This design comes from an exercise in tuning for a short achievable clock period and few clock cycles per item on the open sky130 flow, not from production work. The RTL was checked by simulation tests, not by an equivalence proof against the original design. Power and IR drop assume default switching activity.

==> indigo: inputs <==
==> flow/design.v <==
package alu_issue_ctrl_pkg;
    localparam int DATA_WIDTH_DEF     = 32;
    localparam int ALU_OPRN_WIDTH_DEF = 6;
    localparam int REG_ADDR_WIDTH_DEF = 5;
    localparam int RF_GRP_SIZE_DEF    = 8;
    localparam int RSPQ_DEPTH_DEF     = 5;
endpackage
module alu_issue_ctrl_register_file
#(
    parameter int DATA_WIDTH     = alu_issue_ctrl_pkg::DATA_WIDTH_DEF,
    parameter int REG_ADDR_WIDTH = alu_issue_ctrl_pkg::REG_ADDR_WIDTH_DEF,
    parameter int GRP_SIZE       = alu_issue_ctrl_pkg::RF_GRP_SIZE_DEF,
    localparam int NREG          = 1 << REG_ADDR_WIDTH,
    localparam int NGRP          = NREG / GRP_SIZE
) (
    input  logic                      clk_i,
    input  logic                      rst_i,
    input  logic [NREG-1:0]           rsel1_i,
    input  logic [NREG-1:0]           rsel2_i,
    output logic [NGRP-1:0][DATA_WIDTH-1:0] rpart1_o,
    output logic [NGRP-1:0][DATA_WIDTH-1:0] rpart2_o,
    input  logic [NREG-1:0]           we_i,
    input  logic [DATA_WIDTH-1:0]     wdata_i
);
    logic [DATA_WIDTH-1:0] regs_q [1:NREG-1];
    for (genvar r = 1; r < NREG; r++) begin : g_reg
        always_ff @(posedge clk_i or posedge rst_i) begin
            if (rst_i) begin
                regs_q[r] <= '0;
            end else if (we_i[r]) begin
                regs_q[r] <= wdata_i;
            end
        end
    end
    always_comb begin
        for (int g = 0; g < NGRP; g++) begin
            rpart1_o[g] = '0;
            rpart2_o[g] = '0;
            for (int k = 0; k < GRP_SIZE; k++) begin
                if (g * GRP_SIZE + k != 0) begin
                    rpart1_o[g] = rpart1_o[g] | ({DATA_WIDTH{rsel1_i[g*GRP_SIZE+k]}} & regs_q[g*GRP_SIZE+k]);
                    rpart2_o[g] = rpart2_o[g] | ({DATA_WIDTH{rsel2_i[g*GRP_SIZE+k]}} & regs_q[g*GRP_SIZE+k]);
                end
            end
        end
    end
endmodule
module alu_issue_ctrl
#(
    parameter int DATA_WIDTH     = alu_issue_ctrl_pkg::DATA_WIDTH_DEF,
    parameter int ALU_OPRN_WIDTH = alu_issue_ctrl_pkg::ALU_OPRN_WIDTH_DEF,
    parameter int REG_ADDR_WIDTH = alu_issue_ctrl_pkg::REG_ADDR_WIDTH_DEF
) (
    input  logic                      CLK,
    input  logic                      RST,
    input  logic                      REQ_VALID,
    output logic                      REQ_READY,
    input  logic [ALU_OPRN_WIDTH-1:0] REQ_OPRN,
    input  logic [REG_ADDR_WIDTH-1:0] REQ_RS1,
    input  logic [REG_ADDR_WIDTH-1:0] REQ_RS2,
    input  logic [REG_ADDR_WIDTH-1:0] REQ_RD,
    input  logic                      REQ_IMM_SEL,
    input  logic [DATA_WIDTH-1:0]     REQ_IMM,
    output logic [DATA_WIDTH-1:0]     ALU_OP1,
    output logic [DATA_WIDTH-1:0]     ALU_OP2,
    output logic [ALU_OPRN_WIDTH-1:0] ALU_OPRN,
    input  logic [DATA_WIDTH-1:0]     ALU_RESULT,
    output logic                      RSP_VALID,
    input  logic                      RSP_READY,
    output logic [DATA_WIDTH-1:0]     RSP_DATA,
    output logic [REG_ADDR_WIDTH-1:0] RSP_RD
);
    localparam int NREG     = 1 << REG_ADDR_WIDTH;
    localparam int GRP_SIZE = alu_issue_ctrl_pkg::RF_GRP_SIZE_DEF;
    localparam int NGRP     = NREG / GRP_SIZE;
    localparam int QD       = alu_issue_ctrl_pkg::RSPQ_DEPTH_DEF;
    localparam int QPW      = 3;           
    localparam int CAP      = QD + 1;
    localparam int CW       = 4;           
    localparam int RW       = DATA_WIDTH + REG_ADDR_WIDTH;
    logic accept;
    logic rsp_pop;
    logic                      v_r1;
    logic [ALU_OPRN_WIDTH-1:0] oprn_r1;
    logic [REG_ADDR_WIDTH-1:0] rs1_r1, rs2_r1, rd_r1;
    logic                      imm_sel_r1;
    logic [DATA_WIDTH-1:0]     imm_r1;
    logic [NREG-1:0]           sel1_r1, sel2_r1;
    logic                      v_r2;
    logic [ALU_OPRN_WIDTH-1:0] oprn_r2;
    logic [REG_ADDR_WIDTH-1:0] rd_r2;
    logic [DATA_WIDTH-1:0]     imm_r2;
    logic [NGRP-1:0][DATA_WIDTH-1:0] part1_r2;
    logic [NGRP-1:0][DATA_WIDTH-1:0] part2_r2;
    logic                      f1_ex_r2, f1_wb_r2, f1_wb2_r2, f1_rf_r2;
    logic                      f2_ex_r2, f2_wb_r2, f2_wb2_r2, f2_rf_r2, f2_imm_r2;
    logic                      v_ex;
    logic [REG_ADDR_WIDTH-1:0] rd_ex;
    logic [DATA_WIDTH-1:0]     op1_ex, op2_ex;
    logic [ALU_OPRN_WIDTH-1:0] oprn_ex;
    logic                      v_wb;
    logic [REG_ADDR_WIDTH-1:0] rd_wb;
    logic [DATA_WIDTH-1:0]     res_wb;
    logic [NREG-1:0]           we_wb;
    logic [DATA_WIDTH-1:0]     res_wb2;
    logic [NGRP-1:0][DATA_WIDTH-1:0] rpart1;
    logic [NGRP-1:0][DATA_WIDTH-1:0] rpart2;
    alu_issue_ctrl_register_file #(
        .DATA_WIDTH     (DATA_WIDTH),
        .REG_ADDR_WIDTH (REG_ADDR_WIDTH),
        .GRP_SIZE       (GRP_SIZE)
    ) u_register_file (
        .clk_i    (CLK),
        .rst_i    (RST),
        .rsel1_i  (sel1_r1),
        .rsel2_i  (sel2_r1),
        .rpart1_o (rpart1),
        .rpart2_o (rpart2),
        .we_i     (we_wb),
        .wdata_i  (res_wb)
    );
    logic [NREG-1:0] sel1_d, sel2_d;
    always_comb begin
        for (int k = 0; k < NREG; k++) begin
            sel1_d[k] = (k != 0) && (REQ_RS1 == REG_ADDR_WIDTH'(k));
            sel2_d[k] = (k != 0) && (REQ_RS2 == REG_ADDR_WIDTH'(k));
        end
    end
    always_ff @(posedge CLK) begin
        oprn_r1    <= REQ_OPRN;
        rs1_r1     <= REQ_RS1;
        rs2_r1     <= REQ_RS2;
        rd_r1      <= REQ_RD;
        imm_sel_r1 <= REQ_IMM_SEL;
        imm_r1     <= REQ_IMM;
        sel1_r1    <= sel1_d;
        sel2_r1    <= sel2_d;
    end
    logic h1_ex, h1_wb, h1_wb2;
    logic h2_ex, h2_wb, h2_wb2;
    always_comb begin
        h1_ex  = v_r2 && (rd_r2 != '0) && (rd_r2 == rs1_r1);
        h1_wb  = v_ex && (rd_ex != '0) && (rd_ex == rs1_r1);
        h1_wb2 = v_wb && (rd_wb != '0) && (rd_wb == rs1_r1);
        h2_ex  = v_r2 && (rd_r2 != '0) && (rd_r2 == rs2_r1);
        h2_wb  = v_ex && (rd_ex != '0) && (rd_ex == rs2_r1);
        h2_wb2 = v_wb && (rd_wb != '0) && (rd_wb == rs2_r1);
    end
    always_ff @(posedge CLK) begin
        oprn_r2   <= oprn_r1;
        rd_r2     <= rd_r1;
        imm_r2    <= imm_r1;
        part1_r2  <= rpart1;
        part2_r2  <= rpart2;
        f1_ex_r2  <= h1_ex;
        f1_wb_r2  <= !h1_ex && h1_wb;
        f1_wb2_r2 <= !h1_ex && !h1_wb && h1_wb2;
        f1_rf_r2  <= !h1_ex && !h1_wb && !h1_wb2;
        f2_imm_r2 <= imm_sel_r1;
        f2_ex_r2  <= !imm_sel_r1 && h2_ex;
        f2_wb_r2  <= !imm_sel_r1 && !h2_ex && h2_wb;
        f2_wb2_r2 <= !imm_sel_r1 && !h2_ex && !h2_wb && h2_wb2;
        f2_rf_r2  <= !imm_sel_r1 && !h2_ex && !h2_wb && !h2_wb2;
    end
    logic [DATA_WIDTH-1:0] rf1, rf2, op1_d, op2_d;
    always_comb begin
        rf1 = '0;
        rf2 = '0;
        for (int g = 0; g < NGRP; g++) begin
            rf1 = rf1 | part1_r2[g];
            rf2 = rf2 | part2_r2[g];
        end
        op1_d = ({DATA_WIDTH{f1_ex_r2}}  & ALU_RESULT)
              | ({DATA_WIDTH{f1_wb_r2}}  & res_wb)
              | ({DATA_WIDTH{f1_wb2_r2}} & res_wb2)
              | ({DATA_WIDTH{f1_rf_r2}}  & rf1);
        op2_d = ({DATA_WIDTH{f2_ex_r2}}  & ALU_RESULT)
              | ({DATA_WIDTH{f2_wb_r2}}  & res_wb)
              | ({DATA_WIDTH{f2_wb2_r2}} & res_wb2)
              | ({DATA_WIDTH{f2_rf_r2}}  & rf2)
              | ({DATA_WIDTH{f2_imm_r2}} & imm_r2);
    end
    always_ff @(posedge CLK) begin
        op1_ex  <= op1_d;
        op2_ex  <= op2_d;
        oprn_ex <= oprn_r2;
        rd_ex   <= rd_r2;
    end
    always_ff @(posedge CLK) begin
        res_wb  <= ALU_RESULT;
        rd_wb   <= rd_ex;
        res_wb2 <= res_wb;
    end
    always_ff @(posedge CLK or posedge RST) begin
        if (RST) begin
            we_wb <= '0;
        end else begin
            for (int k = 0; k < NREG; k++) begin
                we_wb[k] <= v_ex && (k != 0) && (rd_ex == REG_ADDR_WIDTH'(k));
            end
        end
    end
    always_ff @(posedge CLK or posedge RST) begin
        if (RST) begin
            v_r1 <= 1'b0;
            v_r2 <= 1'b0;
            v_ex <= 1'b0;
            v_wb <= 1'b0;
        end else begin
            v_r1 <= accept;
            v_r2 <= v_r1;
            v_ex <= v_r2;
            v_wb <= v_ex;
        end
    end
    logic              rsp_v_q;
    logic [RW-1:0]     rsp_q;
    logic [RW-1:0]     q_mem [QD];
    logic [QPW-1:0]    q_rp, q_wp;
    logic [CW-1:0]     q_cnt;
    logic              q_empty, load_out, q_pop, q_push;
    logic [RW-1:0]     wb_ent;
    assign wb_ent   = {res_wb, rd_wb};
    assign q_empty  = (q_cnt == '0);
    assign rsp_pop  = rsp_v_q && RSP_READY;
    assign load_out = !rsp_v_q || RSP_READY;
    assign q_pop    = load_out && !q_empty;
    assign q_push   = v_wb && !(load_out && q_empty);
    always_ff @(posedge CLK) begin
        if (load_out) begin
            rsp_q <= q_empty ? wb_ent : q_mem[q_rp];
        end
        if (q_push) begin
            q_mem[q_wp] <= wb_ent;
        end
    end
    always_ff @(posedge CLK or posedge RST) begin
        if (RST) begin
            rsp_v_q <= 1'b0;
            q_rp    <= '0;
            q_wp    <= '0;
            q_cnt   <= '0;
        end else begin
            if (load_out) begin
                rsp_v_q <= !q_empty || v_wb;
            end
            if (q_pop) begin
                q_rp <= (q_rp == QPW'(QD - 1)) ? '0 : q_rp + 1'b1;
            end
            if (q_push) begin
                q_wp <= (q_wp == QPW'(QD - 1)) ? '0 : q_wp + 1'b1;
            end
            q_cnt <= q_cnt + CW'(q_push) - CW'(q_pop);
        end
    end
    logic [CW-1:0] inflight_q, inflight_d;
    logic          ready_q;
    assign accept     = REQ_VALID && ready_q;
    assign inflight_d = inflight_q + CW'(accept) - CW'(rsp_pop);
    always_ff @(posedge CLK or posedge RST) begin
        if (RST) begin
            inflight_q <= '0;
            ready_q    <= 1'b1;
        end else begin
            inflight_q <= inflight_d;
            ready_q    <= (inflight_d < CW'(CAP));
        end
    end
    assign REQ_READY = ready_q;
    assign RSP_VALID = rsp_v_q;
    assign RSP_DATA  = rsp_q[RW-1:REG_ADDR_WIDTH];
    assign RSP_RD    = rsp_q[REG_ADDR_WIDTH-1:0];
    assign ALU_OP1   = op1_ex;
    assign ALU_OP2   = op2_ex;
    assign ALU_OPRN  = oprn_ex;
endmodule
==> flow/run.sh <==
#!/bin/bash
# synth_recipe.tcl (not shown) runs the flow's synth.tcl, then flattens the netlist and writes it again
# the make line also repeats each setting of config.mk as NAME=value (left out here)
make -C /OpenROAD-flow-scripts/flow DESIGN_CONFIG=/design/flow/config.mk WORK_HOME=/design/flow/orfs CLKGATE_MAP_FILE= SYNTH_SCRIPT=/design/flow/synth_recipe.tcl finish
==> flow/config.mk <==
export PLATFORM = sky130hd
export DESIGN_NAME = alu_issue_ctrl
export DESIGN_NICKNAME = alu_issue_ctrl
export VERILOG_FILES = /design/flow/design.v
export SDC_FILE = /design/flow/constraint.sdc
export NUM_CORES = 4
export LEC_CHECK = 0
export ABC_CLOCK_PERIOD_IN_PS = 2000
export CAP_MARGIN = 20
export CORE_MARGIN = 2
export CORE_UTILIZATION = 40
export PLACE_DENSITY = 0.6
export SETUP_SLACK_MARGIN = 3.0
export SLEW_MARGIN = 20
export TNS_END_PERCENT = 100
==> flow/constraint.sdc <==
create_clock -name core_clock -period 5.0 [get_ports {CLK}]
set_input_delay 1.0000 -clock core_clock [delete_from_list [all_inputs] [get_ports {CLK}]]
set_output_delay 1.0000 -clock core_clock [all_outputs]
set_load 0.01 [all_outputs]
==> inputs of harbor, as changes to indigo <==
--- a/flow/config.mk
+++ b/flow/config.mk
@@ -12,3 +12,3 @@
 export PLACE_DENSITY = 0.6
-export SETUP_SLACK_MARGIN = 3.0
+export SETUP_SLACK_MARGIN = 2.5
 export SLEW_MARGIN = 20
==> comparison table <==
metric	harbor	indigo
Area of the multi-input gates	0.0249 mm2	0.0250 mm2
Share of total power consumed by net switching	26.9%	27.0%
Initial antenna violation count	15	12
Post-layout util	46.6%	47.4%
Internal power	28600 uW	29100 uW
Met2 Track Usage GR	40.1%	39.8%
Met2 wire length	109000 um	111000 um
Worst slew pin tran	1.28 ns	1.22 ns
Worst setup slack after placement	1.50 ns	1.48 ns
Layout Nets	5362	5424
Skew-Pair Late Insertion Delay	0.85 ns	0.84 ns
Area after DPL	0.0757 mm2	0.0755 mm2
Reported clock group power	14300 uW	14500 uW
Status	no timing/DRC/antenna violations	no timing/DRC/antenna violations
PnR worst setup slack	2.49 ns	2.53 ns
PostCTS Resize Cnt	272	591
Filler Cells Inserted	15400	15400
Share of the final layout cell area in multi-input gates	30.3%	30.0%
Area overhead of the layout relative to synthesis	15.7%	17.6%
Fraction of final layout cells sized beyond drive strength 1	30.1%	33.8%
Total via count in the routed design	48900	49100
Non-clock buffering overhead in the final layout	4.32%	5.56%
Clk pwr share	36.7%	36.3%
First-pass GRT wire length	346000 um	342000 um
Terminating pin of the worst hold path	imm_r2[23]	imm_r2[24]
Placer congestion estimate	0.864	0.875
Seq. pwr	19700 uW	19800 uW
Testbench counts of indigo, summed over its fixed seeds: cycles 12,040, items 12,000.
Testbench counts of harbor, summed over its fixed seeds: cycles 12,040, items 12,000.

[port drivers added, routing unchanged]
How much do the figures lean on ideal ports? The routed layouts below were timed once more, with nothing changed but the port constraints.
Step 1: set_driving_cell puts a clkbuf_16 on CLK and a buf_2 on each other input, an assumption about the parent block.
Step 2 also shifts input and output timing later by t, the mid clock arrival at the registers, as if the neighbouring blocks saw the same clock.
Slacks: ideal ports / drivers / drivers and shift; pairs: ideal ports / drivers.
| run | t, ns | setup slack, ns | clock arrival spread, ns | cell pins on the clock port's net |
|---|---|---|---|---|
| indigo | 0.887 | 2.532 / 2.454 / 1.948 | 0.068 / 0.067 | 1 |
| harbor | 0.899 | 2.494 / 2.410 / 1.805 | 0.068 / 0.068 | 1 |
After both steps setup and hold are still met in every run listed. The setup slack of harbor, which loses most, moves by -0.084 ns with the drivers and by -0.689 ns with both steps.
